Background: an optimization exercise with open tools, aiming at small area and a short achievable clock period. Do not read the settings as production practice.
In this exercise RTL edits were held to simulation tests only and were not proved equivalent to the original.
The clock input has no modelled driver; a real chip could not lean on it and would need a root buffer or a full tree.
Power and IR drop assume default switching activity.

==> flow/design.v <==
package frame_detector_pkg;
  localparam logic [15:0] HEADER_WORD  = 16'hE0E0;
  localparam logic [15:0] TRAILER_WORD = 16'h0E0E;
  localparam int          MAX_WORDS    = 8;
  localparam int          DATA_W       = MAX_WORDS * 16;
  localparam int          NSLOT        = 5;
  localparam logic [2:0]  P_SKIP  = 3'd0;
  localparam logic [2:0]  P_HUNT  = 3'd1;
  localparam logic [2:0]  P_HDR2  = 3'd2;
  localparam logic [2:0]  P_CHAN  = 3'd3;
  localparam logic [2:0]  P_BODY  = 3'd4;
  localparam logic [2:0]  P_CHECK = 3'd5;
endpackage
module frame_fifo #(
  parameter int NSLOT = 5
) (
  input  logic             clk_in,
  input  logic [NSLOT-1:0] i_wr_sel,    
  input  logic             i_we0,       
  input  logic             i_wer,       
  input  logic [15:0]      i_wr_data,
  input  logic             i_ch_we,
  input  logic [2:0]       i_ch,
  input  logic             i_nw_we,
  input  logic [2:0]       i_nw,
  input  logic [NSLOT-1:0] i_head_sel,  
  output logic [15:0]      o_word0,
  output logic [2:0]       o_ch,
  output logic [2:0]       o_nw,
  input  logic [NSLOT-1:0] i_tap_sel,   
  output logic [15:0]      o_tap,
  output logic [2:0]       o_tap_idx    
);
  localparam logic [2:0] PH1 = 3'b001;
  function automatic logic [2:0] ph_step(input logic [2:0] x);
    ph_step = {x[1:0], x[2] ^ x[1]};
  endfunction
  logic [15:0] r_w0   [NSLOT];
  logic [15:0] r_ring [NSLOT][7];
  logic [2:0]  r_ph   [NSLOT];
  logic [2:0]  r_ch   [NSLOT];
  logic [2:0]  r_nw   [NSLOT];
  always_ff @(posedge clk_in) begin
    for (int s = 0; s < NSLOT; s++) begin
      if (i_wr_sel[s] && i_we0) r_w0[s] <= i_wr_data;
      r_ring[s][0] <= (i_wr_sel[s] && i_wer) ? i_wr_data : r_ring[s][6];
      for (int p = 1; p < 7; p++) r_ring[s][p] <= r_ring[s][p-1];
      if (i_wr_sel[s] && i_we0) r_ph[s] <= PH1;
      else                      r_ph[s] <= ph_step(r_ph[s]);
      if (i_wr_sel[s] && i_ch_we) r_ch[s] <= i_ch;
      if (i_wr_sel[s] && i_nw_we) r_nw[s] <= i_nw;
    end
  end
  always_comb begin
    o_word0   = '0;
    o_ch      = '0;
    o_nw      = '0;
    o_tap     = '0;
    o_tap_idx = '0;
    for (int s = 0; s < NSLOT; s++) begin
      o_word0   = o_word0   | (r_w0[s]      & {16{i_head_sel[s]}});
      o_ch      = o_ch      | (r_ch[s]      & {3{i_head_sel[s]}});
      o_nw      = o_nw      | (r_nw[s]      & {3{i_head_sel[s]}});
      o_tap     = o_tap     | (r_ring[s][6] & {16{i_tap_sel[s]}});
      o_tap_idx = o_tap_idx | (r_ph[s]      & {3{i_tap_sel[s]}});
    end
  end
endmodule
module frame_detector #(
  parameter int FIFO_DEPTH = 4
) (
  input  logic        clk_in,
  input  logic        rst_n,
  input  logic [15:0] data_in,
  output logic        data_out_ch1, data_out_ch2, data_out_ch3, data_out_ch4,
  output logic        data_out_ch5, data_out_ch6, data_out_ch7, data_out_ch8,
  output logic        data_vld_ch1, data_vld_ch2, data_vld_ch3, data_vld_ch4,
  output logic        data_vld_ch5, data_vld_ch6, data_vld_ch7, data_vld_ch8,
  output logic        fifo_empty,
  output logic        fifo_full,
  output logic        crc_valid_o,
  output logic        crc_err
);
  localparam logic [15:0] HEADER_WORD  = frame_detector_pkg::HEADER_WORD;
  localparam logic [15:0] TRAILER_WORD = frame_detector_pkg::TRAILER_WORD;
  localparam int          MAX_WORDS    = frame_detector_pkg::MAX_WORDS;
  localparam int          NSLOT        = FIFO_DEPTH + 1;
  localparam logic [2:0]  P_SKIP       = frame_detector_pkg::P_SKIP;
  localparam logic [2:0]  P_HUNT       = frame_detector_pkg::P_HUNT;
  localparam logic [2:0]  P_HDR2       = frame_detector_pkg::P_HDR2;
  localparam logic [2:0]  P_CHAN       = frame_detector_pkg::P_CHAN;
  localparam logic [2:0]  P_BODY       = frame_detector_pkg::P_BODY;
  localparam logic [2:0]  P_CHECK      = frame_detector_pkg::P_CHECK;
  function automatic logic onehot4(input logic [3:0] x);
    onehot4 = ((x[0] ^ x[1]) && !(x[2] || x[3])) || ((x[2] ^ x[3]) && !(x[0] || x[1]));
  endfunction
  function automatic logic [15:0] crc16_step(input logic [15:0] crc, input logic [15:0] word);
    logic [15:0] c;
    c = crc ^ word;
    for (int i = 0; i < 16; i++) begin
      c = c[15] ? ({c[14:0], 1'b0} ^ 16'h1021) : {c[14:0], 1'b0};
    end
    crc16_step = c;
  endfunction
  localparam logic [15:0] CRC_GOOD = crc16_step(16'h0000, TRAILER_WORD);
  logic [15:0]      r_d;
  logic [2:0]       r_pstate, w_pnext;
  logic [3:0]       r_cnt;
  logic             r_prev_trl;
  logic [15:0]      r_crc;
  logic             w_hdr, w_trl, w_chan_ok, w_trailer, w_overflow, w_end, w_match;
  logic             w_push, w_pop;
  logic [2:0]       w_ch_enc;
  logic [MAX_WORDS-1:0] w_wr_word;
  always_ff @(posedge clk_in) r_d <= data_in;
  assign w_hdr      = (r_d == HEADER_WORD);
  assign w_trl      = (r_d == TRAILER_WORD);
  assign w_chan_ok  = (r_d[15:8] == 8'h00) &&
                      ((onehot4(r_d[3:0]) && (r_d[7:4] == 4'h0)) ||
                       (onehot4(r_d[7:4]) && (r_d[3:0] == 4'h0)));
  assign w_trailer  = w_trl && r_prev_trl;
  assign w_overflow = (r_cnt == 4'd10) || ((r_cnt == 4'd9) && !w_trl);
  assign w_end      = (r_pstate == P_BODY) && w_trailer && (r_cnt >= 4'd3);
  assign w_match    = (r_crc == CRC_GOOD);
  assign w_ch_enc   = {r_d[7] | r_d[6] | r_d[5] | r_d[4],
                       r_d[7] | r_d[6] | r_d[3] | r_d[2],
                       r_d[7] | r_d[5] | r_d[3] | r_d[1]};
  always_comb begin
    w_pnext = r_pstate;
    case (r_pstate)
      P_SKIP:  w_pnext = P_HUNT;
      P_HUNT:  if (w_hdr) w_pnext = P_HDR2;
      P_HDR2:  w_pnext = w_hdr ? P_CHAN : P_HUNT;
      P_CHAN:  w_pnext = w_chan_ok ? P_BODY : P_HUNT;
      P_BODY: begin
        if (w_trailer)       w_pnext = (r_cnt >= 4'd3) ? P_CHECK : P_HUNT;
        else if (w_overflow) w_pnext = P_HUNT;
      end
      P_CHECK: w_pnext = w_hdr ? P_HDR2 : P_HUNT;
      default: w_pnext = P_HUNT;
    endcase
  end
  always_ff @(posedge clk_in) begin
    if (!rst_n) r_pstate <= P_SKIP;
    else        r_pstate <= w_pnext;
  end
  always_ff @(posedge clk_in) begin
    r_cnt      <= (r_pstate == P_CHAN) ? 4'd0 : r_cnt + 4'd1;
    r_crc      <= (r_pstate == P_CHAN) ? 16'h0000 : crc16_step(r_crc, r_d);
    r_prev_trl <= w_trl;
  end
  always_comb begin
    for (int k = 0; k < MAX_WORDS; k++) w_wr_word[k] = (r_pstate == P_BODY) && (r_cnt == 4'(k));
  end
  logic [NSLOT-1:0]     r_wr_sel, r_rd_sel, w_sp;
  logic                 r_empty, r_full;
  logic                 r_crc_err;
  logic                 w_one, w_three, w_busy, w_wr_ok;
  logic [15:0]          w_word0, w_tap;
  logic [2:0]           w_rd_ch, w_rd_nw, w_tap_idx, w_want;
  logic                 r_shift;
  logic [6:0]           r_b;       
  logic [2:0]           r_nw;      
  logic [14:0]          r_sh;      
  logic [15:0]          r_pf;      
  logic                 r_prev;    
  logic [7:0]           r_vld, r_out, w_rd_dec;
  logic                 r_first;
  logic                 w_more, w_wend, w_bit;
  assign w_sp    = {r_rd_sel[0], r_rd_sel[NSLOT-1:1]};
  assign w_busy  = r_shift && (r_b[6:4] != r_nw);
  assign w_wr_ok = !(r_full && w_busy);
  frame_fifo #(.NSLOT(NSLOT)) u_fifo (
    .clk_in     (clk_in),
    .i_wr_sel   (r_wr_sel),
    .i_we0      (w_wr_word[0] && w_wr_ok),
    .i_wer      ((|w_wr_word[MAX_WORDS-1:1]) && w_wr_ok),
    .i_wr_data  (r_d),
    .i_ch_we    (r_pstate == P_CHAN),
    .i_ch       (w_ch_enc),
    .i_nw_we    (r_pstate == P_BODY),
    .i_nw       (3'(r_cnt - 4'd3)),
    .i_head_sel (r_rd_sel),
    .o_word0    (w_word0),
    .o_ch       (w_rd_ch),
    .o_nw       (w_rd_nw),
    .i_tap_sel  (w_sp),
    .o_tap      (w_tap),
    .o_tap_idx  (w_tap_idx)
  );
  assign w_push  = w_end && w_match && !r_full;
  assign w_one   = (r_wr_sel == {r_rd_sel[NSLOT-2:0], r_rd_sel[NSLOT-1]});
  assign w_three = (r_wr_sel == {r_rd_sel[NSLOT-4:0], r_rd_sel[NSLOT-1:NSLOT-3]});
  always_ff @(posedge clk_in) begin
    if (!rst_n) begin
      r_wr_sel  <= NSLOT'(1);
      r_rd_sel  <= NSLOT'(1);
      r_empty   <= 1'b1;
      r_full    <= 1'b0;
      r_crc_err <= 1'b0;
    end else begin
      if (w_push) r_wr_sel <= {r_wr_sel[NSLOT-2:0], r_wr_sel[NSLOT-1]};
      if (w_pop)  r_rd_sel <= {r_rd_sel[NSLOT-2:0], r_rd_sel[NSLOT-1]};
      if (w_push && !w_pop) begin
        r_empty <= 1'b0;
        r_full  <= w_three;
      end else if (w_pop && !w_push) begin
        r_empty <= w_one;
        r_full  <= 1'b0;
      end
      r_crc_err <= w_end && !w_match;
    end
  end
  assign w_pop    = !r_shift && !r_empty;
  assign w_wend   = (r_b[3:0] == 4'hF);
  assign w_more   = !(w_wend && (r_b[6:4] == r_nw));
  assign w_rd_dec = 8'(1) << w_rd_ch;
  assign w_bit    = w_pop ? w_word0[15] : w_wend ? r_pf[15] : r_sh[14];
  always_comb begin
    case (r_b[6:4])
      3'd0:    w_want = 3'd1;
      3'd1:    w_want = 3'd2;
      3'd2:    w_want = 3'd5;
      3'd3:    w_want = 3'd3;
      3'd4:    w_want = 3'd7;
      3'd5:    w_want = 3'd6;
      default: w_want = 3'd4;
    endcase
  end
  always_ff @(posedge clk_in) begin
    r_b    <= w_pop ? 7'd0 : r_b + 7'd1;
    r_sh   <= w_pop ? w_word0[14:0] : w_wend ? r_pf[14:0] : {r_sh[13:0], 1'b0};
    r_prev <= w_bit;
    if (w_tap_idx == w_want) r_pf <= w_tap;
    if (w_pop) r_nw <= w_rd_nw;
  end
  always_ff @(posedge clk_in) begin
    if (!rst_n) begin
      r_shift <= 1'b0;
      r_vld   <= '0;
      r_out   <= '0;
      r_first <= 1'b0;
    end else begin
      r_first <= w_pop;
      if (w_pop) begin
        r_shift <= 1'b1;
        r_vld   <= w_rd_dec;
        r_out   <= w_rd_dec & {8{w_bit}};
      end else if (r_shift && w_more) begin
        r_out   <= r_vld & {8{w_bit ^ r_prev}};
      end else begin
        r_shift <= 1'b0;
        r_vld   <= '0;
        r_out   <= '0;
      end
    end
  end
  assign fifo_empty  = r_empty;
  assign fifo_full   = r_full;
  assign crc_valid_o = r_first;
  assign crc_err     = r_crc_err;
  assign {data_vld_ch8, data_vld_ch7, data_vld_ch6, data_vld_ch5,
          data_vld_ch4, data_vld_ch3, data_vld_ch2, data_vld_ch1} = r_vld;
  assign {data_out_ch8, data_out_ch7, data_out_ch6, data_out_ch5,
          data_out_ch4, data_out_ch3, data_out_ch2, data_out_ch1} = r_out;
endmodule
==> flow/flow/run.sh <==
#!/bin/bash
# The standard layout (standard synthesis unchanged), with:
#  - timing repair asked for more setup slack than the clock needs, so the
#    resizer works on the paths that set the achieved period (same SDC);
#  - larger clock-sink clusters on a denser floorplan;
#  - ports buffered with buf_2 (the resizer still upsizes where timing needs).
# The make output goes to standard_finish.log; ORFS keeps each step's log
# under orfs/logs.
set -euo pipefail
bash standard.sh \
  SETUP_SLACK_MARGIN=10.4 \
  CTS_CLUSTER_SIZE=25 CTS_CLUSTER_DIAMETER=100 \
  CORE_UTILIZATION=58 PLACE_DENSITY=0.75 \
  POST_CTS_TCL="$PWD/flow/post_cts.tcl" \
  BUFFER_PORTS_ARGS="-buffer_cell sky130_fd_sc_hd__buf_2" \
  finish > standard_finish.log 2>&1
==> flow/flow/post_cts.tcl <==
# After CTS:
# 2. If then every clock path is port -> first-level buffer -> leaf buffer ->
#    register, turn both levels of clkbuf_16 into clkinv_16: two inversions
#    keep the clock's polarity with less delay. Then legalize placement.
set block [ord::get_db_block]
set clk_port [expr {[info exists ::env(FLOW_CLK_PORT)] ? $::env(FLOW_CLK_PORT) : "clk_in"}]
set clk_net [$block findNet $clk_port]

proc is_clkbuf {inst} { string match "sky130_fd_sc_hd__clkbuf_*" [[$inst getMaster] getName] }
proc out_net {inst} {
  foreach it [$inst getITerms] {
    if {[$it isOutputSignal]} {
      set n [$it getNet]
      if {$n eq "NULL"} { return "" }
      return $n
    }
  }
  return ""
}
proc loads {net drv} {
  set r {}
  foreach it [$net getITerms] {
    if {[$it getInst] ne $drv && [$it isInputSignal]} { lappend r $it }
  }
  return $r
}

set iterms [$clk_net getITerms]
if {[llength $iterms] == 1} {
  set root [[lindex $iterms 0] getInst]
  set onet [out_net $root]
  set sinks [loads $onet $root]
  set ok [expr {[is_clkbuf $root] && [llength $sinks] <= 4}]
  foreach it $sinks { if {![is_clkbuf [$it getInst]]} { set ok 0 } }
  if {$ok} {
    puts "post_cts: removing root buffer [$root getName], port now feeds [llength $sinks] buffers"
    foreach it $sinks { $it disconnect; $it connect $clk_net }
    odb::dbInst_destroy $root
    odb::dbNet_destroy $onet
  } else {
    puts "post_cts: root buffer kept"
  }
}

# classify the clock tree
set l1 {}
set leaves {}
set ok 1
foreach it [$clk_net getITerms] {
  set inst [$it getInst]
  if {![is_clkbuf $inst]} { set ok 0; break }
  lappend l1 $inst
}
if {$ok && [llength $l1] > 4} { set ok 0 }
if {$ok} {
  foreach b $l1 {
    set n [out_net $b]
    foreach it [loads $n $b] {
      set inst [$it getInst]
      set m [[$inst getMaster] getName]
      if {[out_net $inst] eq ""} { continue } ;# dummy load
      if {$m ne "sky130_fd_sc_hd__clkbuf_16"} { set ok 0; break }
      lappend leaves $inst
    }
  }
}
if {$ok} {
  foreach b $leaves {
    set n [out_net $b]
    foreach it [loads $n $b] {
      set inst [$it getInst]
      set m [[$inst getMaster] getName]
      if {[out_net $inst] eq ""} { continue }
      if {![string match "sky130_fd_sc_hd__df*" $m] && ![string match "sky130_fd_sc_hd__edf*" $m]} { set ok 0; break }
    }
  }
}
foreach b $l1 { if {[[$b getMaster] getName] ne "sky130_fd_sc_hd__clkbuf_16"} { set ok 0 } }
if {$ok} {
  set inv [[ord::get_db] findMaster sky130_fd_sc_hd__clkinv_16]
  set k 0
  foreach b [concat $l1 $leaves] {
    set in_net [[$b findITerm A] getNet]
    set o_net [[$b findITerm X] getNet]
    set loc [$b getLocation]
    set orient [$b getOrient]
    set name [$b getName]
    odb::dbInst_destroy $b
    set ni [odb::dbInst_create $block $inv "${name}_inv"]
    $ni setLocation [lindex $loc 0] [lindex $loc 1]
    $ni setOrient $orient
    $ni setPlacementStatus PLACED
    [$ni findITerm A] connect $in_net
    [$ni findITerm Y] connect $o_net
    incr k
  }
  puts "post_cts: [llength $l1] first-level and [llength $leaves] leaf clock buffers made inverters"
  detailed_placement
  check_placement -verbose
} else {
  puts "post_cts: clock tree left as buffers"
}
==> flow/standard.sh <==
#!/bin/bash
# synth_recipe.tcl (not shown) runs the flow's synth.tcl, then flattens the netlist and writes it again
# the make line also repeats each setting of config.mk as NAME=value (left out here)
make -C /OpenROAD-flow-scripts/flow DESIGN_CONFIG=/design/flow/config.mk WORK_HOME=/design/flow/orfs CLKGATE_MAP_FILE= SYNTH_SCRIPT=/design/flow/synth_recipe.tcl "${@:-finish}"
==> flow/config.mk <==
export PLATFORM = sky130hd
export DESIGN_NAME = frame_detector
export DESIGN_NICKNAME = frame_detector
export VERILOG_FILES = /design/flow/design.v
export SDC_FILE = /design/flow/constraint.sdc
export NUM_CORES = 4
export LEC_CHECK = 0
export CAP_MARGIN = 20
export CORE_MARGIN = 2
export CORE_UTILIZATION = 40
export PLACE_DENSITY = 0.6
export SLEW_MARGIN = 20
==> flow/constraint.sdc <==
create_clock -name core_clock -period 14.0 [get_ports {clk_in}]
set_input_delay 2.8000 -clock core_clock [delete_from_list [all_inputs] [get_ports {clk_in}]]
set_output_delay 2.8000 -clock core_clock [all_outputs]
set_load 0.01 [all_outputs]
==> results.cfg <==
[worst_hold_path]
min_path_type = flip-flop to flip-flop
holdPathEnd = u_fifo.r_ring[34][8]
holdPathStages = 0
hp-start = u_fifo.r_ring[33][8]

[route]
wire_per_inst_um = 19.16
route.detailed.drc = 0
routed_wl_um = 36950
first_iter_violations = 844
ant_nets = 0
vias = 10390
dr.pass1.iters = 7
via_per_inst = 5.386

[clock_tree]
cts_sinks = 798
path_clk_slew_ns = 0.09
clock_latency_ns = 0.33

[global_routing]
grt_max_degree = 46
antenna_found_initial = 0
grt.overflow.total = 0
grt_usage_pct = 19.17
first_global_vias = 10300
grt_pass1_wl_um = 57480

[logic_synthesis]
synthSimpleGateAreaFrac_pct = 5.012
synthCells = 1401
syn-cell-area_um2 = 21720
synthAdderAreaFrac_pct = 0.8065
synth_edf_count = 129
async_flop_share_pct = 0
syn_avg_cell_area_um2 = 15.50
ys_ff_latch = 798
synth_fp_nets = 1433
synth_top_family_by_area = multiplexers
synthMuxAreaShare_pct = 5.069
seq_area_frac_synth_pct = 79.49
synth.distinct_cells = 57
synth_ff_type = dfxtp_1
synth_compound_area_share_pct = 4.752
synth_warnings = 7
synth-xor-area-share_pct = 3.376

[finish]
diodes = 0
fin_nets = 1478
drive_above_1_share_pct = 14.78
mostFrequentLayoutCells = dfxtp_1, edfxtp_1, mux2_2
syn_to_final_growth_pct = 9.245
layout_commonest_cell = dfxtp_1

[critical_path]
cpPeakStageDelay_ns = 0.36
crit_family = flip-flops
cp_max_fo = 2
criticalPathCategory = flip-flop to primary output
crit_required_ns = 11.20
worstReg2RegStart = r_b[4]
crit_path_end_kind = primary output
path_cells = buf_6
r2r_cells = 5
cp-start-kind = flip-flop
reg2reg_to = u_fifo.r_w0[4][5]
cp_slowest_cell = dfxtp_4
rrSetupSlack_ns = 10.83
worstPathBufferInverterCount = 1
crit_arrival_ns = 0.77

[floorplanning]
num_rows = 70
die_w_um = 197.5
die_height_um = 197.5
coreArea_um2 = 36790
io_pins = 38
dieArea_um2 = 39010
start_util_pct = 59.05

[place]
dp_hpwl_um = 21940
place.gp.congestion = 0.7926
port_buffers = 37

[timing]
hold_viol = 0
maxSlewHeadroom_pct = 40.25
fin_setup_tns_ns = 0
fmaxAchievable_mhz = 280.2
post-route-period-util_pct = 25.50
rsz0062_at_grt = yes
max_slew.worst_pin.slew_ns = 0.8837
fin_crit_ns = 3.569
finalHoldWorstSlack_ns = 0.2825
setup_viol = 0
fin_skew_ns = 0.05379
report.final.slew_viol_count = 0

[pwr]
peakVddDrop_uv = 157.1
total_leakage_power_uw = 0.009053
power_density_nw_per_um2 = 175.8

[run_status]
status = no timing/DRC/antenna violations

[flow_run]
maxCapViolations = 0
-- state kept, by name, summed over array words and instances (netlist names), 3 cells and up --
signal,count
u_fifo.r_ring,560
u_fifo.r_w0,80
r_crc,16
r_d,16
r_pf,16
r_sh,15
u_fifo.r_ch,15
u_fifo.r_nw,15
u_fifo.r_ph,15
r_out,8
r_vld,8
r_b,7
r_rd_sel,5
r_wr_sel,5
r_cnt,4
r_nw,3
r_pstate,3
-- how the worst max path moves through the flow --
stage               startpoint           to  slack (ns)  cells after the start
floorplan                rst_n     r_out[1]       10.41                      5
global placement         rst_n  r_pstate[1]       10.25                      4
detailed placement       rst_n     r_out[2]       10.18                      5
global route            r_full    fifo_full       10.40                      1
finish                  r_full    fifo_full       10.43                      1
-- power by group --
part | switching, uW | internal [uW]
Combinational | 311 | 286
Sequential | 59.2 | 2440
Clock | 866 | 206
Total | 1240 | 2930
-- Yosys cell counts, types with 3 or more instances --
cell      instances  area share [%]
clkbuf_1         33            0.57
buf_4            10            0.35
nor3_1            7            0.16
nand4_1           8            0.23
nor2_2            4            0.12
nand3_1          10            0.23
o21ai_0          10            0.23
and3_1           19            0.55
nor2_1           26            0.45
nor3b_1           3            0.10
nand2b_1          4            0.12
a21oi_1          22            0.51
nor4_1            3           0.086
xor2_1           22            0.89
xnor2_1          47             1.9
a22oi_1          42             1.5
nand4b_1          3            0.12
a222oi_1         38             1.8
inv_1            22            0.38
nand2_1          67             1.2
nor4b_1           3            0.12
edfxtp_1        129              18
xnor3_1           5            0.52
dfxtp_1         669              62
and2_1           30            0.86
ha_1             14            0.81
mux2_2           80             4.1
mux2i_1          20            0.92
buf_1            10            0.17
o22ai_1           8            0.23
-- final cells by class, without the clock buffers --
type | count | area, um2
multi-input combinational | 527 | 4164
inverter | 58 | 1164
fill | 2576 | 13060
tap | 468 | 585.6
timing repair buffer | 61 | 440.4
sequential | 798 | 17290
clock inverter | 2 | 17.52
-- per-stage QoR --
step	util [%]	std cells	setup slack [ns]	area (um2)	power, uW
global placement	60.99	1872	10.25	22440	3122
floorplan	-	1401	10.41	21740	3020
finish	64.51	1929	10.43	23730	4171
detailed placement	60.99	1872	10.18	22440	3145
global route	64.51	1929	10.40	23730	4376
-- metal layers --
metal  vias up  track usage (%)  wire length, um
met1      5171            26.97            17290
met3        58            3.278             1804
met2       253            30.97            17100
met5         -                0                0
li1       4908                -                -
met4         0            5.319              757
-- kinds of logic after synthesis --
family                   count (synthesis)
buffers and inverters                   76
multiplexers                           100
XOR/XNOR                                75
flip-flops                             798
adder cells (fa/ha/maj)                 14
AND/OR/NAND/NOR                        203
AO/OA/AOI/OAI                          135

-- afterwards: timing with drivers on the ports --
The results above use ideal ports. As a check the final layout listed here was re-extracted and re-timed, cells and wires unchanged.
Step 1: set_driving_cell puts a clkbuf_16 on clk_in and a buf_2 on each other input, an assumption about the parent block.
Step 2 times the ports against the registers' clock, not the clock port: input delays grow and output delays shrink by t, the midpoint of the rising clock arrivals with the driver on.
Slacks: ideal / step 1 / step 2; pairs: ideal / step 1.
shift t [ns]: 0.540
setup slack, ns: 10.431 / 10.197 / 10.164
latest minus earliest clock arrival (ns): 0.055 / 0.056
worst data-port slew with drivers (ns): 0.03
pins driven straight from the clock port: 4
After both steps this run still meets setup and hold. For this run, drivers alone change the setup slack by -0.234 ns; drivers and shift together by -0.267 ns.
